Background: an optimization exercise with open tools, aiming at small area and a short achievable clock period. Do not read the settings as production practice.
Function was checked by simulation only, so behaviour that the tests miss may differ from the original.
Power is estimated from default activity; no workload was simulated.

**design/flow/design.v**
```verilog
`timescale 1ns/1ps
module barrel_shift (
    input  logic [32-1:0]    value,
    input  logic [1:0]                 sh_type,
    input  logic [5-1:0] shamt,
    input  logic [5-1:0] rot,
    input  logic                       inv,
    output logic [32-1:0]    shifted
);
    logic       lsl, lsr, asr;
    logic [31:0] t;       
    logic [31:0] keep, fill;
    logic [31:0] s0, s1, s2, s3, s4;
    assign lsl = (sh_type == 2'b00);
    assign lsr = (sh_type == 2'b01);
    assign asr = (sh_type == 2'b10);
    assign s0 = rot[0] ? {value[0],    value[31:1]}  : value;
    assign s1 = rot[1] ? {s0[1:0],     s0[31:2]}     : s0;
    assign s2 = rot[2] ? {s1[3:0],     s1[31:4]}     : s1;
    assign s3 = rot[3] ? {s2[7:0],     s2[31:8]}     : s2;
    assign s4 = rot[4] ? {s3[15:0],    s3[31:16]}    : s3;
    always_comb begin
        for (int j = 0; j < 32; j++) t[j] = (shamt > j[4:0]);
        for (int i = 0; i < 32; i++) begin
            keep[i] = !((lsl && t[i]) || ((lsr || asr) && t[31-i]));
            fill[i] = asr && t[31-i];
        end
    end
    always_comb begin
        for (int i = 0; i < 32; i++)
            shifted[i] = keep[i] ? s4[i] : (fill[i] ? value[31] : inv);
    end
endmodule
`timescale 1ns/1ps
module decode_stage (
    input  logic                       clk,
    input  logic                       reset,
    input  logic                       instr_valid,
    input  logic [32-1:0]    instr,
    input  logic [32-1:0]    rm_val,
    input  logic                       ex_writes,
    input  logic [4-1:0]  ex_rd,
    output logic [4-1:0]  rn_addr,
    output logic                       dx_valid,
    output logic                       dx_writes,
    output logic                       dx_setf,
    output logic                       dx_arith,
    output logic                       dx_sub,
    output logic [1:0]                 dx_lop,
    output logic [3:0]                 dx_cond,
    output logic [4-1:0]  dx_rd,
    output logic [32-1:0]    dx_b,
    output logic                       dx_fwd_t,
    output logic                       dx_fwd_f,
    output logic                       dx_fill,
    output logic [1:0]                 dx_kind,
    output logic [5-1:0] dx_shamt,
    output logic [5-1:0] dx_rot
);
    logic [3:0] op;
    logic       known, writes, setf, arith, sub;
    logic [1:0] lop;
    assign op = instr[24:21];
    always_comb begin
        known  = 1'b1;
        writes = 1'b1;
        arith  = 1'b0;
        sub    = 1'b0;
        lop    = 2'b00;
        case (op)
            4'b0000: lop = 2'b00;
            4'b0001: lop = 2'b01;
            4'b1100: lop = 2'b10;
            4'b1101: lop = 2'b11;
            4'b0100: arith = 1'b1;
            4'b0010: begin arith = 1'b1; sub = 1'b1; end
            4'b1010: begin arith = 1'b1; sub = 1'b1; writes = 1'b0; end
            default: begin known = 1'b0; writes = 1'b0; end
        endcase
        setf = (op == 4'b1010) | instr[20];
    end
    logic        v1_q;
    logic        writes1_q, setf1_q, arith1_q, sub1_q, imm1_q;
    logic [1:0]  lop1_q;
    logic [3:0]  cond1_q, rn1_q, rd1_q;
    logic [11:0] op2_q;
    always_ff @(posedge clk or posedge reset) begin
        if (reset) v1_q <= 1'b0;
        else       v1_q <= instr_valid & known & (instr[31:28] != 4'b1111);
    end
    always_ff @(posedge clk) begin
        writes1_q <= writes;
        setf1_q   <= setf;
        arith1_q  <= arith;
        sub1_q    <= sub;
        lop1_q    <= lop;
        imm1_q    <= instr[25];
        cond1_q   <= instr[31:28];
        rn1_q     <= instr[19:16];
        rd1_q     <= instr[15:12];
        op2_q     <= instr[11:0];
    end
    assign rn_addr = rn1_q;
    logic [4:0] shamt, rot;
    assign shamt = imm1_q ? 5'd0 : op2_q[11:7];
    assign rot   = (op2_q[6:5] == 2'b00) ? (5'd0 - shamt) : shamt;
    logic fwd_b;
    assign fwd_b = ex_writes & (ex_rd == op2_q[3:0]) & !imm1_q;
    always_ff @(posedge clk or posedge reset) begin
        if (reset) dx_valid <= 1'b0;
        else       dx_valid <= v1_q;
    end
    always_ff @(posedge clk) begin
        dx_writes <= writes1_q;
        dx_setf   <= setf1_q;
        dx_arith  <= arith1_q;
        dx_sub    <= sub1_q;
        dx_lop    <= lop1_q;
        dx_cond   <= cond1_q;
        dx_rd     <= rd1_q;
        dx_b      <= fwd_b ? '0 : (imm1_q ? {{(32-8){1'b0}}, op2_q[7:0]} : rm_val) ^ {32{sub1_q}};
        dx_fwd_t  <= fwd_b & !sub1_q;
        dx_fwd_f  <= fwd_b & sub1_q;
        dx_fill   <= sub1_q & (op2_q[6:5] != 2'b10);
        dx_kind   <= op2_q[6:5];
        dx_shamt  <= shamt;
        dx_rot    <= rot;
    end
endmodule
`timescale 1ns/1ps
module execute_stage (
    input  logic                       clk,
    input  logic                       reset,
    input  logic                       dx_valid,
    input  logic                       dx_writes,
    input  logic                       dx_setf,
    input  logic                       dx_arith,
    input  logic                       dx_sub,
    input  logic [1:0]                 dx_lop,
    input  logic [3:0]                 dx_cond,
    input  logic [4-1:0]  dx_rd,
    input  logic [32-1:0]    rn_val,
    input  logic [32-1:0]    dx_b,
    input  logic                       dx_fwd_t,
    input  logic                       dx_fwd_f,
    input  logic                       dx_fill,
    input  logic [1:0]                 dx_kind,
    input  logic [5-1:0] dx_shamt,
    input  logic [5-1:0] dx_rot,
    input  logic [32-1:0]    wr_data,
    output logic                       ex_writes,
    output logic [4-1:0]  ex_rd,
    output logic                       res_valid,
    output logic [4-1:0]  res_addr,
    output logic [32-1:0]    res_data,
    output logic [3:0]                 flags
);
    logic [31:0] op_a, op_b_reg, bx, logic_res, result;
    logic [33:0] sum;
    logic        pass, c_f, v_f;
    assign op_a     = rn_val;
    assign op_b_reg = dx_b | ({32{dx_fwd_t}} & wr_data) | ({32{dx_fwd_f}} & ~wr_data);
    barrel_shift barrel_shift_i (
        .value   (op_b_reg),
        .sh_type (dx_kind),
        .shamt   (dx_shamt),
        .inv     (dx_fill),
        .rot     (dx_rot),
        .shifted (bx)
    );
    assign sum = {1'b0, op_a, 1'b1} + {1'b0, bx, dx_sub};
    always_comb begin
        case (dx_lop)
            2'b00: logic_res = op_a & bx;
            2'b01: logic_res = op_a ^ bx;
            2'b10: logic_res = op_a | bx;
            default: logic_res = bx;
        endcase
    end
    assign result = dx_arith ? sum[32:1] : logic_res;
    assign c_f = sum[33];
    assign v_f = (op_a[31] == bx[31]) && (sum[32] != op_a[31]);
    logic [31:0] zt;
    logic        z_arith, z_logic, z_f;
    assign zt      = {op_a[30:0] | bx[30:0], dx_sub};
    assign z_arith = ((op_a ^ bx) == zt);
    assign z_logic = (logic_res == 32'd0);
    assign z_f     = dx_arith ? z_arith : z_logic;
    logic n_wb, n_q, z_q, c_q, v_q, n_cur;
    assign n_cur   = n_wb ? wr_data[31] : n_q;
    assign flags   = {n_cur, z_q, c_q, v_q};
    always_comb begin
        case (dx_cond)
            4'b0000: pass = flags[2];
            4'b0001: pass = !flags[2];
            4'b0010: pass = flags[1];
            4'b0011: pass = !flags[1];
            4'b0100: pass = flags[3];
            4'b0101: pass = !flags[3];
            4'b0110: pass = flags[0];
            4'b0111: pass = !flags[0];
            4'b1000: pass = flags[1] && !flags[2];
            4'b1001: pass = !flags[1] || flags[2];
            4'b1010: pass = (flags[3] == flags[0]);
            4'b1011: pass = (flags[3] != flags[0]);
            4'b1100: pass = !flags[2] && (flags[3] == flags[0]);
            4'b1101: pass = flags[2] || (flags[3] != flags[0]);
            default: pass = 1'b1;
        endcase
    end
    always_ff @(posedge clk or posedge reset) begin
        if (reset) begin
            n_wb  <= 1'b0;
            n_q   <= 1'b0;
            z_q   <= 1'b0;
            c_q   <= 1'b0;
            v_q   <= 1'b0;
        end else begin
            n_wb  <= dx_valid && pass && dx_setf;
            n_q   <= n_cur;
            if (dx_valid && pass && dx_setf)
                z_q <= z_f;
            if (dx_valid && pass && dx_setf && dx_arith) begin
                c_q <= c_f;
                v_q <= v_f;
            end
        end
    end
    assign res_valid = dx_valid && pass && dx_writes;
    assign res_addr  = dx_rd;
    assign res_data  = result;
    assign ex_writes = res_valid;
    assign ex_rd     = dx_rd;
endmodule
`timescale 1ns/1ps
module result_stage (
    input  logic                       clk,
    input  logic                       reset,
    input  logic                       res_valid,
    input  logic [4-1:0]  res_addr,
    input  logic [32-1:0]    res_data,
    output logic                       wr_valid,
    output logic [4-1:0]  wr_addr,
    output logic [32-1:0]    wr_data
);
    always_ff @(posedge clk or posedge reset) begin
        if (reset) wr_valid <= 1'b0;
        else       wr_valid <= res_valid;
    end
    always_ff @(posedge clk) begin
        wr_addr <= res_addr;
        wr_data <= res_data;
    end
endmodule
`timescale 1ns/1ps
module reg_file (
    input  logic                       clk,
    input  logic                       reset,
    input  logic                       wr_valid,
    input  logic [4-1:0]  wr_addr,
    input  logic [32-1:0]    wr_data,
    input  logic                       ex_valid,
    input  logic [4-1:0]  ex_addr,
    input  logic [4-1:0]  rn_addr_d,
    input  logic [4-1:0]  rm_addr_d,
    output logic [32-1:0]    rn_val,
    output logic [32-1:0]    rm_val
);
    localparam int NUM_REGS = 1 << 4;
    logic [NUM_REGS-1:0][32-1:0] regs;
    logic [NUM_REGS-1:0]                   written, written_d;
    logic [NUM_REGS-1:0]                   we;
    logic [NUM_REGS-1:0]                   sel_n, sel_m;
    logic                                  wt_n, wt_m, wt_n_d, wt_m_d;
    always_comb begin
        for (int i = 0; i < NUM_REGS; i++)
            we[i] = wr_valid && (wr_addr == i[4-1:0]);
    end
    assign written_d = written | we;
    always_ff @(posedge clk or posedge reset) begin
        if (reset) written <= '0;
        else       written <= written_d;
    end
    for (genvar i = 0; i < NUM_REGS; i++) begin : g_reg
        always_ff @(posedge clk) begin
            if (we[i]) regs[i] <= wr_data;
        end
    end
    assign wt_n_d = ex_valid && (ex_addr == rn_addr_d);
    assign wt_m_d = ex_valid && (ex_addr == rm_addr_d);
    always_ff @(posedge clk) begin
        wt_n <= wt_n_d;
        wt_m <= wt_m_d;
        for (int i = 0; i < NUM_REGS; i++) begin
            sel_n[i] <= !wt_n_d && written_d[i] && (rn_addr_d == i[4-1:0]);
            sel_m[i] <= !wt_m_d && written_d[i] && (rm_addr_d == i[4-1:0]);
        end
    end
    always_comb begin
        rn_val = {32{wt_n}} & wr_data;
        rm_val = {32{wt_m}} & wr_data;
        for (int i = 0; i < NUM_REGS; i++) begin
            rn_val = rn_val | ({32{sel_n[i]}} & regs[i]);
            rm_val = rm_val | ({32{sel_m[i]}} & regs[i]);
        end
    end
endmodule
`timescale 1ns/1ps
module arm_dp_top (
    input  logic                      clk,
    input  logic                      reset,
    input  logic                      instr_valid,
    input  logic [32-1:0]   instr,
    output logic                      wb_valid,
    output logic [4-1:0] wb_addr,
    output logic [32-1:0]   wb_data,
    output logic [3:0]                flags
);
    logic [32-1:0]   rn_val, rm_val;
    logic                       dx_valid, dx_writes, dx_setf, dx_arith, dx_sub;
    logic [1:0]                 dx_lop;
    logic [3:0]                 dx_cond;
    logic [4-1:0]  dx_rd;
    logic [32-1:0]    dx_b;
    logic                       dx_fwd_t, dx_fwd_f, dx_fill;
    logic [4-1:0]  rn_addr;
    logic [1:0]                 dx_kind;
    logic [5-1:0] dx_shamt, dx_rot;
    logic                       ex_writes;
    logic [4-1:0]  ex_rd;
    logic                       res_valid;
    logic [4-1:0]  res_addr;
    logic [32-1:0]    res_data;
    decode_stage decode_stage_i (
        .clk(clk), .reset(reset),
        .instr_valid(instr_valid), .instr(instr),
        .rm_val(rm_val), .rn_addr(rn_addr),
        .ex_writes(ex_writes), .ex_rd(ex_rd),
        .dx_valid(dx_valid), .dx_writes(dx_writes), .dx_setf(dx_setf),
        .dx_arith(dx_arith), .dx_sub(dx_sub), .dx_lop(dx_lop), .dx_cond(dx_cond),
        .dx_rd(dx_rd), .dx_b(dx_b), .dx_fwd_t(dx_fwd_t), .dx_fwd_f(dx_fwd_f), .dx_fill(dx_fill),
        .dx_kind(dx_kind), .dx_shamt(dx_shamt), .dx_rot(dx_rot)
    );
    execute_stage execute_stage_i (
        .clk(clk), .reset(reset),
        .dx_valid(dx_valid), .dx_writes(dx_writes), .dx_setf(dx_setf),
        .dx_arith(dx_arith), .dx_sub(dx_sub), .dx_lop(dx_lop), .dx_cond(dx_cond),
        .dx_rd(dx_rd), .rn_val(rn_val), .dx_b(dx_b), .dx_fwd_t(dx_fwd_t), .dx_fwd_f(dx_fwd_f), .dx_fill(dx_fill),
        .dx_kind(dx_kind), .dx_shamt(dx_shamt), .dx_rot(dx_rot),
        .wr_data(wb_data),
        .ex_writes(ex_writes), .ex_rd(ex_rd),
        .res_valid(res_valid), .res_addr(res_addr), .res_data(res_data),
        .flags(flags)
    );
    result_stage result_stage_i (
        .clk(clk), .reset(reset),
        .res_valid(res_valid), .res_addr(res_addr), .res_data(res_data),
        .wr_valid(wb_valid), .wr_addr(wb_addr), .wr_data(wb_data)
    );
    reg_file reg_file_i (
        .clk(clk), .reset(reset),
        .wr_valid(wb_valid), .wr_addr(wb_addr), .wr_data(wb_data),
        .ex_valid(res_valid), .ex_addr(res_addr),
        .rn_addr_d(rn_addr), .rm_addr_d(instr[3:0]), .rn_val(rn_val), .rm_val(rm_val)
    );
endmodule
```
**design/flow/run.sh**
```bash
#!/bin/bash
# synth_recipe.tcl (not shown) runs the flow's synth.tcl, then flattens the netlist and writes it again
# the make line also repeats each setting of config.mk as NAME=value (left out here)
make -C /OpenROAD-flow-scripts/flow DESIGN_CONFIG=/design/flow/config.mk WORK_HOME=/design/flow/orfs CLKGATE_MAP_FILE= SYNTH_SCRIPT=/design/flow/synth_recipe.tcl finish
```
**design/flow/constraint.sdc**
```tcl
create_clock -name core_clock -period 8.0 [get_ports {clk}]
set_input_delay 1.6000 -clock core_clock [delete_from_list [all_inputs] [get_ports {clk}]]
set_output_delay 1.6000 -clock core_clock [all_outputs]
set_load 0.01 [all_outputs]
```
**design/flow/config.mk**
```make
export PLATFORM = sky130hd
export DESIGN_NAME = arm_dp_top
export DESIGN_NICKNAME = arm_dp_top
export VERILOG_FILES = /design/flow/design.v
export SDC_FILE = /design/flow/constraint.sdc
export NUM_CORES = 4
export LEC_CHECK = 0
export ABC_AREA = 1
export CAP_MARGIN = 20
export CORE_MARGIN = 2
export CORE_UTILIZATION = 40
export CTS_CLUSTER_DIAMETER = 100
export CTS_CLUSTER_SIZE = 25
export SETUP_SLACK_MARGIN = 4.0
export SLEW_MARGIN = 20
export TNS_END_PERCENT = 10
```
==> run summary, run 1 <==
Layout Skew ~0.055 ns; Flop pwr share 0.517; layout cells sized above 1 0.146; Distinct cells, synth 63; PwrDens between 150 and 200 nW/µm²; mapped cell area approximately 36,000 µm²; M1 GR Usage 0.415; fin util 0.472; Yosys Warn Count 5; relative slew slack 0.294; status timing/DRC/antenna clean; row cnt roughly 110; vias per cell ~6; Layout Nets a little over 4,000; CTS clk-pin slew, worst paths ~0.10 ns; R2R Path End execute_stage_i.z_q; Seq cells post-synth about 700; global routing's busiest layer met2; TritonRoute pass-1 iters 9; Reg2Reg Setup Slack 3.91 ns; clk sink count 697; switching share of power 0.296; Die Y-Extent approximately 300 µm; IO Count 76; DRC 0; Least-Margin Pin Slew roughly 1.1 ns; Multi-input gate area between 15,000 and 20,000 µm²; GPL Wtd Cong approximately 1.0; Crit Path Category reg -> reg; worst min path class reg -> reg; clock buffer depth 3; met3 usage 0.0667; Die X a little over 300 µm; Post-synth top flop edfxtp_1; Switch Pwr approximately 2.3 mW; Skew-Pair Late Insertion Delay between 0.6 and 0.7 ns; leakage power approximately 17 nW; final period utilization 0.512; Avg WL per Cell between 20 and 30 µm; Max FO, Critical Path 20; worst vdd ir between 0.00015 and 0.0002 V; All-Layer GR Usage 0.301; nature of the critical path startpoint flip-flop; first-pass GRT wire length 199,000 µm; Seq. cell area roughly 19,000 µm²; clock period minus worst slack between 4 and 5 ns; fillers between 8,000 and 9,000; max-cap violations 0; vias in the first global route approximately 29,000; largest net degree at the start of global routing 39; initial DRC count 4,105; core box area roughly 88,000 µm²; number of placed instances, taps included about 5,000; final instance area 41,600 µm²; most frequent cells in the layout 933 x nand2_1, 512 x edfxtp_1, 369 x nand3_1, 359 x inv_1, 188 x buf_4; met2 usage in global routing 0.452; Antenna Violating Nets Remaining 0; Crit path required time between 8 and 9 ns; CTS tree yes; sequential share of the synthesized area 0.541; EDFF count, synth roughly 510; total grt overflow 0; Worst Reg-to-Reg Cells 13; nature of the critical path endpoint flip-flop; Pint 5.56 mW; n_diodes 0; final hold viol count 0; Total Wirelength 141,000 µm; Final Slew Violations 0; setup TNS 0 ns; RSZ-0062 raised after global routing true; port buffer count 73; CTS Root Cell clkbuf_16; most common cell after layout, fill and taps aside nand2_1; FFs w/ async S/R, synth 0.0344; Logic pwr share 0.199; crit path DAT roughly 4.6 ns; P&R area growth vs syn 17.3%; CTS H-tree lvls 2; initial antenna violation count 2; via count about 31,000; CP endpoint execute_stage_i.z_q; syn_nets 3,968; Initial Util 0.402; Die ar. between 90,000 and 100,000 µm²; Placed Area approximately 38,000 µm²; CTS Buf Count 36; clock share of power 0.285; Final setup viols 0; dpl hpwl 90,400 µm; Worst R2R Start reg_file_i.sel_n[13]; CP Launch Point reg_file_i.sel_n[13]; highest clock rate 244 MHz; Hold-fix buffers, CTS 0; fin cells between 5,000 and 6,000; Post-Syn Instances slightly below 4,000; Avg Synthesized Cell Area just over 9 µm²
==> power groups by stage <==
stage | combinational [mW] | sequential, mW | clock [mW]
6_report | 1.57 | 4.08 | 2.25
5_1_grt | 1.66 | 4.09 | 2.39
4_1_cts | 1.34 | 4.11 | 2.26
3_5_place_dp | 1.23 | 4.19 | 0
3_3_place_gp | 1.23 | 4.19 | 0
2_1_floorplan | 0.702 | 4.18 | 0
==> synth_stat cells (all sizes together), types with 18 or more instances <==
master | count | area, µm²
inv | 385 | 1450
nor2 | 140 | 546
buf | 61 | 323
nand4 | 91 | 599
edfxtp | 512 | 15400
a221oi | 111 | 972
o21ai | 132 | 668
dfxtp | 161 | 3220
a21oi | 145 | 733
xor2 | 68 | 596
o22ai | 93 | 582
a31oi | 18 | 113
a22o | 92 | 806
nand3b | 25 | 188
or2 | 22 | 138
a2111oi | 18 | 158
dfrtp | 24 | 601
clkbuf | 148 | 557
nand3 | 430 | 2160
ha | 67 | 838
a211oi | 44 | 330
nand2 | 967 | 3640
==> area by class of cell <==
class / instances / share of cell area
clock buffer: 55 / 0.0239
clock inverter: 10 / 0.00517
inverter: 387 / 0.0369
multi-input combinational: 2572 / 0.364
sequential: 697 / 0.464
tap: 1165 / 0.0350
timing repair buffer: 306 / 0.0706
timing repair inverter: 3 / 0.000541
==> metal layers <==
metal  routed length, µm  share of wire
met5                  23        0.00016
met4                7310          0.052
met3               17500           0.12
met2               60800           0.43
met1               55800           0.39
==> kinds of logic after synthesis <==
kind of cell | count (synthesis) | synth area share
compound gates | 723 | 0.139
xor+xnor | 83 | 0.0205
fa+ha+maj | 68 | 0.0242
buf+inv | 596 | 0.0658
flops | 697 | 0.541
mux | 1 | 0.000282
simple gates | 1697 | 0.209
==> stage by stage <==
step | worst slack, ns | power (mW) | hold slack, ns
3_5_place_dp | 2.73 | 5.42 | 0.312
3_3_place_gp | 2.77 | 5.42 | 0.310
2_1_floorplan | 4.51 | 4.88 | 0.310
6_report | 3.91 | 7.91 | 0.331
4_1_cts | 3.97 | 7.71 | 0.334
5_1_grt | 3.91 | 8.15 | 0.342
==> what timing repair did <==
| action | in CTS | in global routing |
|---|---|---|
| buffers inserted | 56 | 85 |
| pin swaps | 20 | 60 |
| hold endpoints to repair | 0 | 0 |
| resized for setup | 202 | 191 |
| gates cloned | 5 | 1 |
| endpoints found under the setup margin | 29 | 24 |
==> worst min path at each step <==
stage	start	end	slack (ns)	cells past startpoint
2_1_floorplan	decode_stage_i.arith1_q	decode_stage_i.dx_arith	0.31	0
3_5_place_dp	decode_stage_i.arith1_q	decode_stage_i.dx_arith	0.31	0
5_1_grt	decode_stage_i.rd1_q[2]	decode_stage_i.dx_rd[2]	0.34	0
3_3_place_gp	decode_stage_i.writes1_q	decode_stage_i.dx_writes	0.31	0
6_report	decode_stage_i.rd1_q[0]	decode_stage_i.dx_rd[0]	0.33	0
4_1_cts	decode_stage_i.rd1_q[0]	decode_stage_i.dx_rd[0]	0.33	0
==> worst max-delay path: stages, from the launching register on <==
cell and delay [ns]:
dfxtp_4 0.46, buf_4 0.30, nand2_1 0.10, nand3_1 0.06, a211oi_1 0.62, nand3_1 0.52
ha_1 0.50, nand2_1 0.08, o21ai_0 0.07, a221oi_1 0.22, o2111ai_1 0.17, nor4_1 0.53
a21oi_1 0.18, a21oi_2 0.17
==> state kept, by name, indices dropped and copies added, names as in the netlist, 4 cells and up <==
signal,cells
decode_stage_i.cond1_q,4
decode_stage_i.dx_shamt,5
decode_stage_i.op2_q,12
decode_stage_i.dx_cond,4
reg_file_i.sel_m,16
result_stage_i.wr_data,32
reg_file_i.sel_n,16
decode_stage_i.dx_rd,4
decode_stage_i.rn1_q,4
result_stage_i.wr_addr,4
reg_file_i.written,16
decode_stage_i.dx_rot,4
reg_file_i.regs,512
decode_stage_i.rd1_q,4
decode_stage_i.dx_b,32
==> inputs of run 2 (changes only) <==
--- a/design/flow/config.mk
+++ b/design/flow/config.mk
@@ -8,9 +8,9 @@
 export ABC_AREA = 1
 export CAP_MARGIN = 20
 export CORE_MARGIN = 2
-export CORE_UTILIZATION = 40
+export CORE_UTILIZATION = 55
 export CTS_CLUSTER_DIAMETER = 100
 export CTS_CLUSTER_SIZE = 25
-export SETUP_SLACK_MARGIN = 4.0
+export SETUP_SLACK_MARGIN = 4.5
 export SLEW_MARGIN = 20
 export TNS_END_PERCENT = 10
==> run summary, run 2 <==
status timing/DRC/antenna clean (unchanged); Largest Register reg_file_i.regs (unchanged); Max FO, Critical Path 26 (was 20); via count 33,100 (was 31,300); R2R Path End result_stage_i.wr_data[31] (was execute_stage_i.z_q); Layout Nets 4,111 (was 4,106); Post-Syn Instances 3,865 (unchanged); most common cell after layout, fill and taps aside nand2_1 (unchanged); Initial Util 0.554 (was 0.402); highest clock rate 249 MHz (was 244 MHz); max reg flops 512 (unchanged); Die ar. 66,600 µm² (was 91,200 µm²); Crit path required time 8.44 ns (was 8.54 ns); Min-Delay Endpoint decode_stage_i.dx_cond[2] (was decode_stage_i.dx_rd[0]); clk sink count 697 (unchanged); Pwr Total 7.85 mW (was 7.91 mW); FFs w/ async S/R, synth 0.0344 (unchanged); GPL Wtd Cong 1.00 (was 1.04); P&R area growth vs syn 18.7% (was 17.3%); Die Y-Extent 258 µm (was 302 µm); max-cap violations 0 (unchanged); clock period minus worst slack 4.02 ns (was 4.09 ns); Largest regs reg_file_i.regs: 512 flops, decode_stage_i.dx_b: 32 flops, result_stage_i.wr_data: 32 flops (unchanged); port buffer count 73 (unchanged); core box area 64,100 µm² (was 88,200 µm²); Seq cells post-synth 697 (unchanged); Final Slew Violations 0 (unchanged); Skew-Pair Late Insertion Delay 0.60 ns (was 0.63 ns); row cnt 93 (was 109); Least-Margin Pin Slew 1.10 ns (was 1.06 ns); layout cells sized above 1 0.179 (was 0.146); final period utilization 0.503 (was 0.512); RSZ-0062 raised after global routing true (unchanged); CTS clk-pin slew, worst paths 0.10 ns (about the same); fillers 5,062 (was 8,222); CTS Root Cell clkbuf_16 (unchanged); nature of the critical path startpoint flip-flop (unchanged); first-pass GRT wire length 209,000 µm (was 199,000 µm); leakage power 17.2 nW (was 17.1 nW); crit path DAT 4.47 ns (was 4.63 ns); Total Wirelength 146,000 µm (was 141,000 µm); worst vdd ir 0.000178 V (was 0.000185 V); Antenna Violating Nets Remaining 0 (unchanged); CTS tree yes (unchanged); synth top area cells edfxtp_1 43%, nand2_1 10%, dfxtp_1 9.1% (unchanged); syn_nets 3,968 (unchanged); post-synth top area share 0.433 (unchanged); initial DRC count 5,795 (was 4,105); relative slew slack 0.267 (was 0.294); mapped cell area 35,500 µm² (unchanged); Avg Synthesized Cell Area 9.19 µm² (unchanged); initial antenna violation count 4 (was 2); All-Layer GR Usage 0.431 (was 0.301); PwrDens 186 nW/µm² (was 190 nW/µm²); setup TNS 0 ns (unchanged); Final setup viols 0 (unchanged); CTS Buf Count 35 (was 36); sequential share of the synthesized area 0.541 (unchanged); DRC 0 (unchanged); final hold viol count 0 (unchanged); Distinct cells, synth 63 (unchanged); IO Count 76 (unchanged); Min-Delay Path Depth 0 (unchanged); most frequent cells in the layout 888 x nand2_1, 512 x edfxtp_1, 351 x inv_1, 303 x nand3_1, 184 x buf_4 (was 933 x nand2_1, 512 x edfxtp_1, 369 x nand3_1, 359 x inv_1, 188 x buf_4); Layout Skew 0.0236 ns (was 0.0547 ns); CTS H-tree lvls 2 (unchanged); TritonRoute pass-1 iters 9 (unchanged); nature of the critical path endpoint flip-flop (unchanged); most common library cells after synthesis 963 x nand2_1, 512 x edfxtp_1, 428 x nand3_1 (unchanged); dpl hpwl 89,300 µm (was 90,400 µm); total grt overflow 0 (unchanged); CP Launch Point reg_file_i.sel_n[10] (was reg_file_i.sel_n[13]); Post-synth top flop edfxtp_1 (unchanged); Worst R2R Start reg_file_i.sel_n[10] (was reg_file_i.sel_n[13]); Yosys Warn Count 5 (unchanged); Final WS setup 3.98 ns (was 3.91 ns); Setup WS pre-CTS 2.53 ns (was 2.73 ns); Avg WL per Cell 29.9 µm (was 27.2 µm); Crit Path Category reg -> reg (unchanged); Hold Path Origin decode_stage_i.cond1_q[2] (was decode_stage_i.rd1_q[0]); vias in the first global route 31,500 (was 29,000); clock buffer depth 3 (unchanged); Synth area leader edfxtp_1 (unchanged); Die X 258 µm (was 302 µm); largest net degree at the start of global routing 39 (unchanged); top-count cell post-synth nand2_1 (unchanged); EDFF count, synth 512 (unchanged); Worst Reg-to-Reg Cells 17 (was 13); Reg2Reg Setup Slack 3.98 ns (was 3.91 ns); vias per cell 6.76 (was 6.02); worst min path class reg -> reg (unchanged)
## run 2: cell counts after synthesis
Identical to the previous run, type by type.
## run 2: final cells by class
type / count / area, µm² / area share
timing repair buffer: 308 / 3060 / 0.0725
multi-input combinational: 2572 / 16000 / 0.381
antenna: 3 / 7.51 / 0.000178
clock inverter: 6 / 83.8 / 0.00199
sequential: 697 / 19300 / 0.459
tap: 855 / 1070 / 0.0254
clock buffer: 58 / 983 / 0.0233
timing repair inverter: 7 / 51.3 / 0.00122
inverter: 387 / 1520 / 0.0362
## run 2: routing by layer
| metal | vias to the layer above | GRT usage | share of wire |
|---|---|---|---|
| li1 | 13900 | - | - |
| met1 | 15700 | 0.546 | 0.34 |
| met2 | 2772 | 0.658 | 0.44 |
| met3 | 663 | 0.123 | 0.15 |
| met4 | 0 | 0.258 | 0.074 |
| met5 | - | 0 | 0 |
## run 2: what timing repair did
action / CTS / global route
endpoints found under the setup margin: 56 / 39
hold buffers: 0 / 0
gates resized for setup: 503 / 93
cloned: 12 / 2
setup buffers: 126 / 19
pin swaps: 110 / 65
## run 2: cell families after synthesis
logic type,Yosys count,synth area share
compound gates,723,0.139
xor+xnor,83,0.0205
fa+ha+maj,68,0.0242
buf+inv,596,0.0658
flops,697,0.541
mux,1,0.000282
simple gates,1697,0.209
## run 2: metrics by stage
step	util	hold slack [ns]	cells	instance area, µm²
final	0.657	0.333	4893	42200
after global placement	0.580	0.311	4666	37200
after detailed placement	0.580	0.312	4666	37200
after CTS	0.647	0.334	4868	41500
after floorplan	-	0.310	3865	35500
after global routing	0.657	0.341	4890	42100
## run 2: power breakdown
| part | internal, mW | switching, mW |
|---|---|---|
| clock | 0.877 | 1.20 |
| combinational | 0.586 | 1.10 |
| sequential | 4.01 | 0.0841 |
| total | 5.47 | 2.38 |
## run 2: worst max-delay path by stage
stage                     slack [ns]                    endpoint  cells past startpoint
after global routing            3.98         execute_stage_i.v_q                     17
final                           3.98  result_stage_i.wr_data[31]                     17
after floorplan                 4.51  result_stage_i.wr_data[25]                     28
after detailed placement        2.53  result_stage_i.wr_data[21]                     16
after global placement          2.49  result_stage_i.wr_data[21]                     16
after CTS                       4.20  result_stage_i.wr_data[25]                     29
## run 2: critical path: stages (launching register included)
cell and delay [ns]:
dfxtp_2 0.43, buf_8 0.25, a22o_1 0.23, a2111oi_1 0.58, nor3b_4 0.45, inv_2 0.09
ha_4 0.29, nand2_2 0.11, o21ai_1 0.09, a21oi_1 0.17, nor2_2 0.08, nor4_4 0.40
nand2_2 0.13, nand3_2 0.11, nand2_2 0.08, nand2_1 0.07, nand3_1 0.06, o21ai_0 0.21
==> inputs of run 3 (changes only) <==
--- a/design/flow/design.v
+++ b/design/flow/design.v
@@ -272,6 +272,7 @@
     logic [NUM_REGS-1:0]                   we;
     logic [NUM_REGS-1:0]                   sel_n, sel_m;
     logic                                  wt_n, wt_m, wt_n_d, wt_m_d;
+    logic [4-1:0]             rm_q;
     always_comb begin
         for (int i = 0; i < NUM_REGS; i++)
             we[i] = wr_valid && (wr_addr == i[4-1:0]);
@@ -291,10 +292,13 @@
     always_ff @(posedge clk) begin
         wt_n <= wt_n_d;
         wt_m <= wt_m_d;
-        for (int i = 0; i < NUM_REGS; i++) begin
+        rm_q <= rm_addr_d;
+        for (int i = 0; i < NUM_REGS; i++)
             sel_n[i] <= !wt_n_d && written_d[i] && (rn_addr_d == i[4-1:0]);
-            sel_m[i] <= !wt_m_d && written_d[i] && (rm_addr_d == i[4-1:0]);
-        end
+    end
+    always_comb begin
+        for (int i = 0; i < NUM_REGS; i++)
+            sel_m[i] = !wt_m && written[i] && (rm_q == i[4-1:0]);
     end
     always_comb begin
         rn_val = {32{wt_n}} & wr_data;
--- a/design/flow/config.mk
+++ b/design/flow/config.mk
@@ -8,7 +8,7 @@
 export ABC_AREA = 1
 export CAP_MARGIN = 20
 export CORE_MARGIN = 2
-export CORE_UTILIZATION = 55
+export CORE_UTILIZATION = 40
 export CTS_CLUSTER_DIAMETER = 100
 export CTS_CLUSTER_SIZE = 25
 export SETUP_SLACK_MARGIN = 4.5
==> run summary, run 3 <==
status timing/DRC/antenna clean (unchanged); syn_nets 3,929 (was 3,968); GPL Wtd Cong 1.01 (was 1.00); nature of the critical path startpoint flip-flop (unchanged); vias per cell 6.20 (was 6.76); Die Y-Extent 301 µm (was 258 µm); most frequent cells in the layout 768 x nand2_1, 512 x edfxtp_1, 438 x inv_1, 257 x nand3_1, 176 x buf_4 (was 888 x nand2_1, 512 x edfxtp_1, 351 x inv_1, 303 x nand3_1, 184 x buf_4); worst vdd ir 0.000160 V (was 0.000178 V); clock period minus worst slack 3.95 ns (was 4.02 ns); Crit Path Category reg -> reg (unchanged); Least-Margin Pin Slew 1.21 ns (was 1.10 ns); final hold viol count 0 (unchanged); core box area 88,100 µm² (was 64,100 µm²); CTS tree yes (unchanged); vias in the first global route 29,900 (was 31,500); DRC 0 (unchanged); max-cap violations 0 (unchanged); total grt overflow 0 (unchanged); All-Layer GR Usage 0.318 (was 0.431); worst min path class reg -> reg (unchanged); EDFF count, synth 512 (unchanged); crit path DAT 4.47 ns (about the same); nature of the critical path endpoint flip-flop (unchanged); IO Count 76 (unchanged); Switch Pwr 2.36 mW (was 2.38 mW); Die ar. 90,900 µm² (was 66,600 µm²); row cnt 109 (was 93); top-count cell post-synth nand2_1 (unchanged); Crit path required time 8.51 ns (was 8.44 ns); first-pass GRT wire length 208,000 µm (was 209,000 µm); FFs w/ async S/R, synth 0.0352 (was 0.0344); Setup WS pre-CTS 2.84 ns (was 2.53 ns); Layout Nets 4,086 (was 4,111); critical path's top delay family buffers and inverters (was simple AND/OR/NAND/NOR gates); mapped cell area 35,400 µm² (was 35,500 µm²); Antenna Violating Nets Remaining 0 (unchanged); final period utilization 0.494 (was 0.503); Yosys Warn Count 5 (unchanged); Max FO, Critical Path 25 (was 26); CTS clk-pin slew, worst paths 0.10 ns (about the same); Final WS setup 4.05 ns (was 3.98 ns); Largest Register reg_file_i.regs (unchanged); Logic pwr share 0.212 (was 0.214); most common library cells after synthesis 815 x nand2_1, 512 x edfxtp_1, 457 x inv_1 (was 963 x nand2_1, 512 x edfxtp_1, 428 x nand3_1); synth top area cells edfxtp_1 43%, nand2_1 8.6%, dfxtp_1 8.2% (was edfxtp_1 43%, nand2_1 10%, dfxtp_1 9.1%); Die X 301 µm (was 258 µm); layout cells sized above 1 0.175 (was 0.179); initial antenna violation count 4 (unchanged); hold_ws 0.334 ns (was 0.333 ns); initial DRC count 4,809 (was 5,795); Avg WL per Cell 28.8 µm (was 29.9 µm); Distinct cells, synth 65 (was 63); switching share of power 0.305 (was 0.303); largest net degree at the start of global routing 37 (was 39); port buffer count 73 (unchanged); Max stage delay on crit path 0.74 ns (was 0.58 ns); most common cell after layout, fill and taps aside nand2_1 (unchanged); clk sink count 681 (was 697); Pwr Total 7.74 mW (was 7.85 mW); Flop pwr share 0.517 (was 0.522); Post-synth top flop edfxtp_1 (unchanged); fin util 0.481 (was 0.657); RSZ-0062 raised after global routing true (unchanged); relative slew slack 0.193 (was 0.267); Pint 5.37 mW (was 5.47 mW); via count 32,100 (was 33,100); Synth area leader edfxtp_1 (unchanged); Avg Synthesized Cell Area 9.25 µm² (was 9.19 µm²); clock buffer depth 3 (unchanged); Initial Util 0.402 (was 0.554); Post-Syn Instances 3,826 (was 3,865); Total Wirelength 149,000 µm (was 146,000 µm); setup TNS 0 ns (unchanged); sequential share of the synthesized area 0.533 (was 0.541); most frequent CP cell buf_4 (was nand2_2); P&R area growth vs syn 19.6% (was 18.7%); Final setup viols 0 (unchanged); post-synth top area share 0.434 (was 0.433); max reg flops 512 (unchanged); clock share of power 0.271 (was 0.264); crit-path cells buf_4 -> nand2_1 -> nand4_1 -> nor3b_4 -> buf_4 -> inv_1 -> ha_4 -> nand3_2 -> nand2_2 -> a21oi_4 -> inv_2 -> buf_4 -> buf_4 -> buf_4 -> buf_4 -> buf_4 -> buf_4 -> buf_4 -> buf_4 -> buf_4 -> nand2_1 -> nand3_1 -> o21ai_0 (was buf_8 -> a22o_1 -> a2111oi_1 -> nor3b_4 -> inv_2 -> ha_4 -> nand2_2 -> o21ai_1 -> a21oi_1 -> nor2_2 -> nor4_4 -> nand2_2 -> nand3_2 -> nand2_2 -> nand2_1 -> nand3_1 -> o21ai_0); CP Buf/Inv Count 13 (was 2); highest clock rate 253 MHz (was 249 MHz); Crit-path slowest cell dfxtp_1 (was a2111oi_1); Largest regs reg_file_i.regs: 512 flops, decode_stage_i.dx_b: 32 flops, result_stage_i.wr_data: 32 flops (unchanged); CTS Buf Count 35 (unchanged); n_diodes 0 (was 3); dpl hpwl 90,200 µm (was 89,300 µm); TritonRoute pass-1 iters 6 (was 9); Seq cells post-synth 681 (was 697); Final Slew Violations 0 (unchanged); Layout Skew 0.0382 ns (was 0.0236 ns); leakage power 16.9 nW (was 17.2 nW); Skew-Pair Late Insertion Delay 0.62 ns (was 0.60 ns); PwrDens 183 nW/µm² (was 186 nW/µm²); Hold-fix buffers, CTS 0 (unchanged); CTS H-tree lvls 2 (unchanged); CTS Root Cell clkbuf_16 (unchanged)
## run 3: cell count changes after synthesis, sizes merged, moves of 29 or more
cell,delta
nand2,-140
inv,+89
clkbuf,-39
o22ai,+38
nand3,-34
buf,+32
o21ai,+29
## run 3: worst paths after layout
path | from | endpoint | slack [ns] | cells past startpoint
worst max-delay path | reg_file_i.sel_n[7] | result_stage_i.wr_data[4] | 4.05 | 23
worst min-delay path | decode_stage_i.arith1_q | decode_stage_i.dx_arith | 0.33 | 0
worst max register to register | reg_file_i.sel_n[7] | result_stage_i.wr_data[4] | 4.05 | 23
worst min register to register | decode_stage_i.arith1_q | decode_stage_i.dx_arith | 0.33 | 0
max in group asynchronous | reset | reg_file_i.written[15] | 6.32 | 3
min in group asynchronous | reset | execute_stage_i.c_q | 1.37 | 3
## run 3: layout make-up
class	instances	area (µm²)
fillers	8363	45800
multi-input cells	2466	15800
flip-flops and latches	681	18900
clock buffers	54	968
well taps	1165	1460
inverters	477	1850
repair buffers	313	3070
clock inverters	9	111
repair inverters	9	143
## run 3: cell families after synthesis
logic type	share of synthesized area
compound gates	0.153
xor+xnor	0.0198
fa+ha+maj	0.0243
buf+inv	0.0772
flops	0.533
simple gates	0.193
## run 3: repair_timing
item | CTS | global route
setup buffers | 100 | 40
gates cloned | 13 | 4
setup endpoints to repair | 73 | 65
pin swaps | 99 | 85
resized for setup | 314 | 197
## run 3: metrics by stage
| step | instance area [µm²] | instances |
|---|---|---|
| final | 42300 | 5174 |
| after CTS | 41000 | 5130 |
| after global routing | 42300 | 5174 |
| after detailed placement | 37500 | 4954 |
| after floorplan | 35400 | 3826 |
| after global placement | 37500 | 4954 |
## run 3: metal layers
metal / vias to the layer above / GRT usage / wire (µm)
met5: - / 0.00317 / 171
met4: 10 / 0.145 / 8050
met3: 447 / 0.0983 / 20900
met2: 2181 / 0.467 / 62300
met1: 15500 / 0.430 / 57900
li1: 13900 / - / -
## run 3: power by group through the flow
stage	Clock, mW	Combinational, mW	Sequential [mW]
floorplan	0	0.722	4.10
global placement	0	1.26	4.08
detailed placement	0	1.26	4.08
CTS	2.11	1.46	4.00
global route	2.22	1.74	4.01
finish	2.09	1.64	4.00
==> inputs of run 4 (changes only) <==
--- a/design/flow/config.mk
+++ b/design/flow/config.mk
@@ -11,6 +11,6 @@
 export CORE_UTILIZATION = 40
 export CTS_CLUSTER_DIAMETER = 100
 export CTS_CLUSTER_SIZE = 25
-export SETUP_SLACK_MARGIN = 4.5
+export SETUP_SLACK_MARGIN = 5.0
 export SLEW_MARGIN = 20
 export TNS_END_PERCENT = 10
==> run summary, run 4 <==
via count 32,000 (was 32,100); CTS Buf Count 36 (was 35); Max FO, Critical Path 28 (was 25); Avg Synthesized Cell Area 9.25 µm² (unchanged); highest clock rate 251 MHz (was 253 MHz); DRC 0 (unchanged); FFs w/ async S/R, synth 0.0352 (unchanged); Die X 301 µm (unchanged); nature of the critical path startpoint flip-flop (unchanged); leakage power 16.8 nW (was 16.9 nW); final hold viol count 0 (unchanged); RSZ-0062 raised after global routing true (unchanged); Largest Register reg_file_i.regs (unchanged); dpl hpwl 91,200 µm (was 90,200 µm); Crit-path slowest cell bufinv_8 (was dfxtp_1); port buffer count 73 (unchanged); Yosys Warn Count 5 (unchanged); Total Wirelength 147,000 µm (was 149,000 µm); Seq cells post-synth 681 (unchanged); clock period minus worst slack 3.98 ns (was 3.95 ns); sequential share of the synthesized area 0.533 (unchanged); Avg WL per Cell 28.4 µm (was 28.8 µm); max reg flops 512 (unchanged); All-Layer GR Usage 0.312 (was 0.318); synth top area cells edfxtp_1 43%, nand2_1 8.6%, dfxtp_1 8.2% (unchanged); Crit path required time 8.47 ns (was 8.51 ns); clk sink count 681 (unchanged); layout cells sized above 1 0.178 (was 0.175); CTS tree yes (unchanged); Die Y-Extent 301 µm (unchanged); Largest regs reg_file_i.regs: 512 flops, decode_stage_i.dx_b: 32 flops, result_stage_i.wr_data: 32 flops (unchanged); Synth area leader edfxtp_1 (unchanged); crit path DAT 4.45 ns (was 4.47 ns); Hold-fix buffers, CTS 0 (unchanged); most common cell after layout, fill and taps aside nand2_1 (unchanged); Post-synth top flop edfxtp_1 (unchanged); Antenna Violating Nets Remaining 0 (unchanged); Final setup viols 0 (unchanged); CTS H-tree lvls 2 (unchanged); Layout Nets 4,088 (was 4,086); total grt overflow 0 (unchanged); post-synth top area share 0.434 (unchanged); top-count cell post-synth nand2_1 (unchanged); max-cap violations 0 (unchanged); vias per cell 6.17 (was 6.20); crit-path cells bufinv_8 -> o211ai_1 -> nor3_1 -> nor3b_4 -> buf_4 -> inv_1 -> fa_2 -> nand3_4 -> nand3_4 -> a21oi_2 -> inv_1 -> nand2_1 -> nand3_2 -> a21oi_4 -> o21ai_4 -> a21boi_2 -> o21ai_2 -> buf_4 -> xor2_1 -> o21ai_1 (was buf_4 -> nand2_1 -> nand4_1 -> nor3b_4 -> buf_4 -> inv_1 -> ha_4 -> nand3_2 -> nand2_2 -> a21oi_4 -> inv_2 -> buf_4 -> buf_4 -> buf_4 -> buf_4 -> buf_4 -> buf_4 -> buf_4 -> buf_4 -> buf_4 -> nand2_1 -> nand3_1 -> o21ai_0); CTS Root Cell clkbuf_16 (unchanged); Post-Syn Instances 3,826 (unchanged); Least-Margin Pin Slew 1.10 ns (was 1.21 ns); CTS clk-pin slew, worst paths 0.10 ns (about the same); relative slew slack 0.264 (was 0.193); vias in the first global route 29,300 (was 29,900); TritonRoute pass-1 iters 7 (was 6); hold_ws 0.330 ns (was 0.334 ns); worst vdd ir 0.000218 V (was 0.000160 V); P&R area growth vs syn 19.0% (was 19.6%); IO Count 76 (unchanged); Final Slew Violations 0 (unchanged); Min-Delay Path Depth 0 (unchanged); GPL Wtd Cong 1.04 (was 1.01); Initial Util 0.402 (unchanged); largest net degree at the start of global routing 37 (unchanged); Layout Skew 0.0434 ns (was 0.0382 ns); status timing/DRC/antenna clean (unchanged); most frequent cells in the layout 752 x nand2_1, 512 x edfxtp_1, 440 x inv_1, 280 x nand3_1, 205 x buf_4 (was 768 x nand2_1, 512 x edfxtp_1, 438 x inv_1, 257 x nand3_1, 176 x buf_4); final period utilization 0.498 (was 0.494); clock buffer depth 3 (unchanged); initial antenna violation count 2 (was 4); nature of the critical path endpoint flip-flop (unchanged); Crit Path Category reg -> reg (unchanged); Skew-Pair Late Insertion Delay 0.61 ns (was 0.62 ns); Max stage delay on crit path 0.48 ns (was 0.74 ns); setup TNS 0 ns (unchanged); PwrDens 184 nW/µm² (was 183 nW/µm²); first-pass GRT wire length 205,000 µm (was 208,000 µm); syn_nets 3,929 (unchanged); mapped cell area 35,400 µm² (unchanged); Worst Reg-to-Reg Cells 20 (was 23); most common library cells after synthesis 815 x nand2_1, 512 x edfxtp_1, 457 x inv_1 (unchanged); initial DRC count 4,596 (was 4,809); row cnt 109 (unchanged); EDFF count, synth 512 (unchanged); worst min path class reg -> reg (unchanged); core box area 88,100 µm² (unchanged); Die ar. 90,900 µm² (unchanged); Distinct cells, synth 65 (unchanged)
==> run 4: final cells by class <==
class | count | area [µm²]
Multi-Input combinational cell | 2466 | 15600
Inverter | 477 | 1860
Tap cell | 1165 | 1460
Timing Repair Buffer | 319 | 2990
Sequential cell | 681 | 19000
Clock inverter | 10 | 130
Fill cell | 8397 | 46000
Antenna cell | 2 | 5.00
Clock buffer | 55 | 993
Timing Repair inverter | 4 | 30.0
==> run 4: path summary, 6_finish.rpt <==
kind	start	to	slack, ns
worst min register to register	decode_stage_i.rd1_q[1]	decode_stage_i.dx_rd[1]	0.33
worst max register to register	reg_file_i.sel_n[15]	result_stage_i.wr_data[23]	4.02
worst min-delay path	decode_stage_i.rd1_q[1]	decode_stage_i.dx_rd[1]	0.33
max in group asynchronous	reset	reg_file_i.written[0]	6.19
min in group asynchronous	reset	reg_file_i.written[11]	1.34
worst max-delay path	reg_file_i.sel_n[15]	result_stage_i.wr_data[23]	4.02
==> run 4: cells by family after synthesis <==
kind of cell               count (synthesis)  share of synthesized area
adders and majority gates                 68                     0.0243
DFF                                      681                      0.533
xor gates and xnor gates                  80                     0.0198
and+or+nand+nor                         1526                      0.193
buffers and inverters                    679                     0.0772
AOI/OAI and AO/OA                        792                      0.153
==> run 4: repair_timing <==
item | 4_1_cts | 5_1_grt
buffers inserted | 103 | 68
resized for setup | 228 | 209
pin swaps | 65 | 88
cloned | 5 | 3
setup endpoints to repair | 107 | 122
==> run 4: metrics by stage <==
stage | utilization | power [mW] | area, µm² | worst slack [ns] | std cells
global placement | 0.426 | 5.32 | 37500 | 2.67 | 4932
CTS | 0.460 | 7.55 | 40500 | 4.08 | 5106
finish | 0.478 | 7.73 | 42100 | 4.02 | 5179
detailed placement | 0.426 | 5.33 | 37500 | 2.66 | 4933
global route | 0.478 | 7.96 | 42100 | 3.89 | 5177
floorplan | - | 4.84 | 35600 | 4.80 | 3826
==> run 4: per-layer routing <==
layer,track usage,vias to the layer above,part of all wire
li1,-,13900,-
met1,0.442,15500,0.40
met2,0.452,2288,0.42
met3,0.0833,331,0.13
met4,0.126,0,0.043
met5,0,-,0
==> run 4: power breakdown <==
part	leakage, nW	internal [mW]	switching [mW]	total [mW]
clock	0.537	0.904	1.22	2.12
combinational	9.15	0.549	0.993	1.54
sequential	7.13	3.93	0.135	4.07
total	16.8	5.39	2.34	7.73
==> run 4: critical path, delay by kind of cell, from the launching register on <==
family                     cells  cell delay, ns
AOI/OAI and AO/OA              7            1.11
buffers and inverters          5            0.98
adders and majority gates      1            0.41
and+or+nand+nor                6            0.74
DFF                            1            0.45
xor gates and xnor gates       1            0.14
==> inputs of run 5 (changes only) <==
--- a/design/flow/design.v
+++ b/design/flow/design.v
@@ -180,15 +180,16 @@
     assign result = dx_arith ? sum[32:1] : logic_res;
     assign c_f = sum[33];
     assign v_f = (op_a[31] == bx[31]) && (sum[32] != op_a[31]);
-    logic [31:0] zt;
-    logic        z_arith, z_logic, z_f;
-    assign zt      = {op_a[30:0] | bx[30:0], dx_sub};
-    assign z_arith = ((op_a ^ bx) == zt);
-    assign z_logic = (logic_res == 32'd0);
-    assign z_f     = dx_arith ? z_arith : z_logic;
-    logic n_wb, n_q, z_q, c_q, v_q, n_cur;
-    assign n_cur   = n_wb ? wr_data[31] : n_q;
-    assign flags   = {n_cur, z_q, c_q, v_q};
+    logic nz_wb, n_q, z_q, c_q, v_q, wb_zero, n_cur, z_cur;
+    logic [3:0] byte_zero_q;
+    always_ff @(posedge clk) begin
+        for (int i = 0; i < 4; i++)
+            byte_zero_q[i] <= (result[8*i +: 8] == 8'd0);
+    end
+    assign wb_zero = &byte_zero_q;
+    assign n_cur   = nz_wb ? wr_data[31] : n_q;
+    assign z_cur   = nz_wb ? wb_zero : z_q;
+    assign flags   = {n_cur, z_cur, c_q, v_q};
     always_comb begin
         case (dx_cond)
             4'b0000: pass = flags[2];
@@ -210,16 +211,15 @@
     end
     always_ff @(posedge clk or posedge reset) begin
         if (reset) begin
-            n_wb  <= 1'b0;
+            nz_wb <= 1'b0;
             n_q   <= 1'b0;
             z_q   <= 1'b0;
             c_q   <= 1'b0;
             v_q   <= 1'b0;
         end else begin
-            n_wb  <= dx_valid && pass && dx_setf;
+            nz_wb <= dx_valid && pass && dx_setf;
             n_q   <= n_cur;
-            if (dx_valid && pass && dx_setf)
-                z_q <= z_f;
+            z_q   <= z_cur;
             if (dx_valid && pass && dx_setf && dx_arith) begin
                 c_q <= c_f;
                 v_q <= v_f;
@@ -272,7 +272,6 @@
     logic [NUM_REGS-1:0]                   we;
     logic [NUM_REGS-1:0]                   sel_n, sel_m;
     logic                                  wt_n, wt_m, wt_n_d, wt_m_d;
-    logic [4-1:0]             rm_q;
     always_comb begin
         for (int i = 0; i < NUM_REGS; i++)
             we[i] = wr_valid && (wr_addr == i[4-1:0]);
@@ -292,13 +291,10 @@
     always_ff @(posedge clk) begin
         wt_n <= wt_n_d;
         wt_m <= wt_m_d;
-        rm_q <= rm_addr_d;
-        for (int i = 0; i < NUM_REGS; i++)
+        for (int i = 0; i < NUM_REGS; i++) begin
             sel_n[i] <= !wt_n_d && written_d[i] && (rn_addr_d == i[4-1:0]);
-    end
-    always_comb begin
-        for (int i = 0; i < NUM_REGS; i++)
-            sel_m[i] = !wt_m && written[i] && (rm_q == i[4-1:0]);
+            sel_m[i] <= !wt_m_d && written_d[i] && (rm_addr_d == i[4-1:0]);
+        end
     end
     always_comb begin
         rn_val = {32{wt_n}} & wr_data;
--- a/design/flow/config.mk
+++ b/design/flow/config.mk
@@ -11,6 +11,5 @@
 export CORE_UTILIZATION = 40
 export CTS_CLUSTER_DIAMETER = 100
 export CTS_CLUSTER_SIZE = 25
-export SETUP_SLACK_MARGIN = 5.0
+export SETUP_SLACK_MARGIN = 4.5
 export SLEW_MARGIN = 20
-export TNS_END_PERCENT = 10
==> run summary, run 5 <==
status timing/DRC/antenna clean (unchanged); relative slew slack 0.304 (was 0.264); Post-Synth Adder-Cell Area 0.0240 (was 0.0243); Largest Register reg_file_i.regs (unchanged); clk sink count 701 (was 681); largest family of logic cells by synthesized area simple AND/OR/NAND/NOR gates (unchanged); Skew-Pair Late Insertion Delay 0.63 ns (was 0.61 ns); highest clock rate 263 MHz (was 251 MHz); nature of the critical path endpoint flip-flop (unchanged); Post-synth top flop edfxtp_1 (unchanged); final period utilization 0.475 (was 0.498); Placed Area 38,000 µm² (was 37,500 µm²); Pwr Total 7.91 mW (was 7.73 mW); CTS Root Cell clkbuf_16 (unchanged); Max FO, Critical Path 34 (was 28); Avg WL per Cell 26.3 µm (was 28.4 µm); Largest regs reg_file_i.regs: 512 flops, decode_stage_i.dx_b: 32 flops, result_stage_i.wr_data: 32 flops (unchanged); total grt overflow 0 (unchanged); largest net degree at the start of global routing 52 (was 37); Post-Syn Instances 3,982 (was 3,826); Distinct cells, synth 62 (was 65); post-synth top area share 0.429 (was 0.434); sequential share of the synthesized area 0.538 (was 0.533); RSZ-0062 raised after global routing true (unchanged); worst min path class reg -> reg (unchanged); EDFF count, synth 512 (unchanged); final instance area 43,500 µm² (was 42,100 µm²); mux share of post-synthesis cell area 0 (unchanged); CTS tree yes (unchanged); Crit Path Category reg -> reg (unchanged); FFs w/ async S/R, synth 0.0342 (was 0.0352); max reg flops 512 (unchanged); post-synthesis compound-gate area fraction 0.135 (was 0.153); final hold viol count 0 (unchanged); Avg Synthesized Cell Area 8.99 µm² (was 9.25 µm²); Crit path required time 8.52 ns (was 8.47 ns); TritonRoute pass-1 iters 6 (was 7); nature of the critical path startpoint flip-flop (unchanged); clock buffer depth 3 (unchanged); Layout Nets 4,266 (was 4,088); synth top area cells edfxtp_1 43%, nand2_1 11%, dfxtp_1 9.2% (was edfxtp_1 43%, nand2_1 8.6%, dfxtp_1 8.2%); most common library cells after synthesis 1,049 x nand2_1, 512 x edfxtp_1, 436 x inv_1 (was 815 x nand2_1, 512 x edfxtp_1, 457 x inv_1); setup TNS 0 ns (unchanged); crit path DAT 4.32 ns (was 4.45 ns); Antenna Violating Nets Remaining 0 (unchanged); P&R area growth vs syn 21.4% (was 19.0%); dpl hpwl 86,200 µm (was 91,200 µm); row cnt 109 (unchanged); vias in the first global route 30,000 (was 29,300); worst vdd ir 0.000140 V (was 0.000218 V); max-cap violations 0 (unchanged); IO Count 76 (unchanged); most common cell after layout, fill and taps aside nand2_1 (unchanged); Yosys Warn Count 5 (unchanged); initial DRC count 4,272 (was 4,596); initial antenna violation count 5 (was 2); Least-Margin Pin Slew 1.02 ns (was 1.10 ns); clock period minus worst slack 3.80 ns (was 3.98 ns); layout cells sized above 1 0.191 (was 0.178); vias per cell 6.05 (was 6.17); Seq. cell area 19,400 µm² (was 19,000 µm²); All-Layer GR Usage 0.299 (was 0.312); leakage power 18.1 nW (was 16.8 nW); syn_nets 4,085 (was 3,929); Layout Skew 0.0502 ns (was 0.0434 ns); Simple-Gate Fraction of Synth Area 0.220 (was 0.193); GPL Wtd Cong 1.08 (was 1.04); most frequent cells in the layout 970 x nand2_1, 512 x edfxtp_1, 414 x inv_1, 254 x nand3_1, 190 x buf_4 (was 752 x nand2_1, 512 x edfxtp_1, 440 x inv_1, 280 x nand3_1, 205 x buf_4); first-pass GRT wire length 201,000 µm (was 205,000 µm); CTS H-tree lvls 2 (unchanged); Final setup viols 0 (unchanged); Initial Util 0.405 (was 0.402); DRC 0 (unchanged); Die X 303 µm (was 301 µm); CTS Buf Count 37 (was 36); Synth area leader edfxtp_1 (unchanged); PwrDens 182 nW/µm² (was 184 nW/µm²); Final Slew Violations 0 (unchanged); Seq cells post-synth 701 (was 681); Total Wirelength 141,000 µm (was 147,000 µm); Die ar. 91,900 µm² (was 90,900 µm²); Synth Area in XOR/XNOR 0.0120 (was 0.0198); CTS clk-pin slew, worst paths 0.10 ns (about the same); Die Y-Extent 303 µm (was 301 µm); via count 32,400 (was 32,000); mapped cell area 35,800 µm² (was 35,400 µm²); fillers 8,088 (was 8,397); top-count cell post-synth nand2_1 (unchanged); core box area 88,500 µm² (was 88,100 µm²); Multi-input gate area 16,300 µm² (was 15,600 µm²); port buffer count 73 (unchanged)
## run 5: cell count changes after synthesis, moves of 22 or more
cell      before   now
nand2_1      815  1049
o22ai_1      129    81
a221oi_1     121    87
a22o_1        70   103
buf_2         58    30
nor2_1       122   148
nor3_1        19    43
clkbuf_1     108   130
## run 5: metrics by stage
step | setup slack, ns | util | hold WS, ns | cells
floorplan | 4.76 | - | 0.310 | 3982
global placement | 2.95 | 0.429 | 0.312 | 5120
detailed placement | 2.91 | 0.429 | 0.312 | 5120
CTS | 4.36 | 0.475 | 0.334 | 5314
global route | 4.09 | 0.491 | 0.344 | 5358
finish | 4.20 | 0.491 | 0.335 | 5358
## run 5: cells by family (layout without fill, tap and decap cells)
group | after synthesis | after routing
simple gates | 1812 | 1812
compound gates | 707 | 707
flops | 701 | 701
buf+inv | 646 | 856
fa+ha+maj | 68 | 68
xor+xnor | 48 | 48
other cells | 0 | 1
## run 5: path summary, 6_finish.rpt
kind	from	endpoint	slack [ns]	cells past startpoint
worst max-delay path	decode_stage_i.dx_rot[2]	execute_stage_i.byte_zero_q[3]	4.20	25
worst min-delay path	decode_stage_i.rd1_q[1]	decode_stage_i.dx_rd[1]	0.33	0
worst max register to register	decode_stage_i.dx_rot[2]	execute_stage_i.byte_zero_q[3]	4.20	25
worst min register to register	decode_stage_i.rd1_q[1]	decode_stage_i.dx_rd[1]	0.33	0
max in group asynchronous	reset	execute_stage_i.nz_wb	6.22	2
min in group asynchronous	reset	reg_file_i.written[15]	1.35	2
## run 5: cell type report
| class | instances | area share |
|---|---|---|
| Inverter | 453 | 0.0406 |
| Clock inverter | 11 | 0.00409 |
| Sequential cell | 701 | 0.446 |
| Antenna cell | 1 | 0.0000576 |
| Clock buffer | 57 | 0.0240 |
| Timing Repair Buffer | 326 | 0.0739 |
| Tap cell | 1165 | 0.0335 |
| Timing Repair inverter | 9 | 0.00216 |
| Multi-Input combinational cell | 2635 | 0.376 |
## run 5: where the power goes
part | total [mW] | switching, mW | internal, mW
logic | 1.54 | 0.986 | 0.550
clock network | 2.26 | 1.28 | 0.982
registers | 4.11 | 0.0795 | 4.03
total | 7.91 | 2.35 | 5.56
## run 5: repair_timing
action / in CTS / in global routing
pin swaps: 103 / 79
resized for setup: 433 / 256
cloned: 14 / 0
hold buffers: 0 / 0
setup endpoints to repair: 56 / 35
setup buffers: 112 / 43
## run 5: layer usage
metal  wire length (µm)  vias up  track usage  share of wire
met3              16100      445       0.0623           0.11
met2              61300     1964        0.461           0.43
li1                   -    14300            -              -
met4               7310        2        0.132          0.052
met5                 20        -            0        0.00014
met1              56400    15700        0.407           0.40
## run 5: worst max-delay path: stages, from the launching register on
cell and delay [ns]:
dfxtp_1 0.40, buf_12 0.25, clkinvlp_4 0.12, buf_4 0.24
nand3_1 0.22, nand3_2 0.10, nand2_1 0.10, nand2_1 0.06
nand3b_1 0.13, nand2_2 0.13, inv_2 0.10, ha_4 0.23
a21oi_2 0.16, o21ai_0 0.10, a21oi_2 0.18, o21ai_4 0.11
buf_6 0.14, a21oi_4 0.18, inv_1 0.06, nand2_1 0.05
nand3_1 0.06, nand3_1 0.10, nand2_2 0.12, nor2_1 0.10
nand2_1 0.11, nor2_2 0.10

what the ideal ports hide:
No port has a modelled driver above. Below, the same layouts with a new extraction and two added sets of constraints.
Step 1 assumes that a clkbuf_16 drives the clock port and a buf_2 every other input.
Step 2, shift: input delay + t, output delay - t, t = (earliest + latest rising clock arrival at the registers) / 2. This alone moves slack from input paths to output paths.
Three values: no drivers, after step 1, after step 2; two values: the first two.
run	t, ns	slack for setup (ns)	worst data-port slew with drivers (ns)	pins driven straight from the clock port
run 1	0.675	3.908 / 3.908 / 3.908	0.06	1
run 2	0.659	3.978 / 3.978 / 3.978	0.09	1
run 3	0.670	4.049 / 4.049 / 4.049	0.06	1
run 4	0.657	4.015 / 4.015 / 4.015	0.05	1
run 5	0.679	4.203 / 4.203 / 4.203	0.06	1
After both steps every run listed still meets setup and hold.
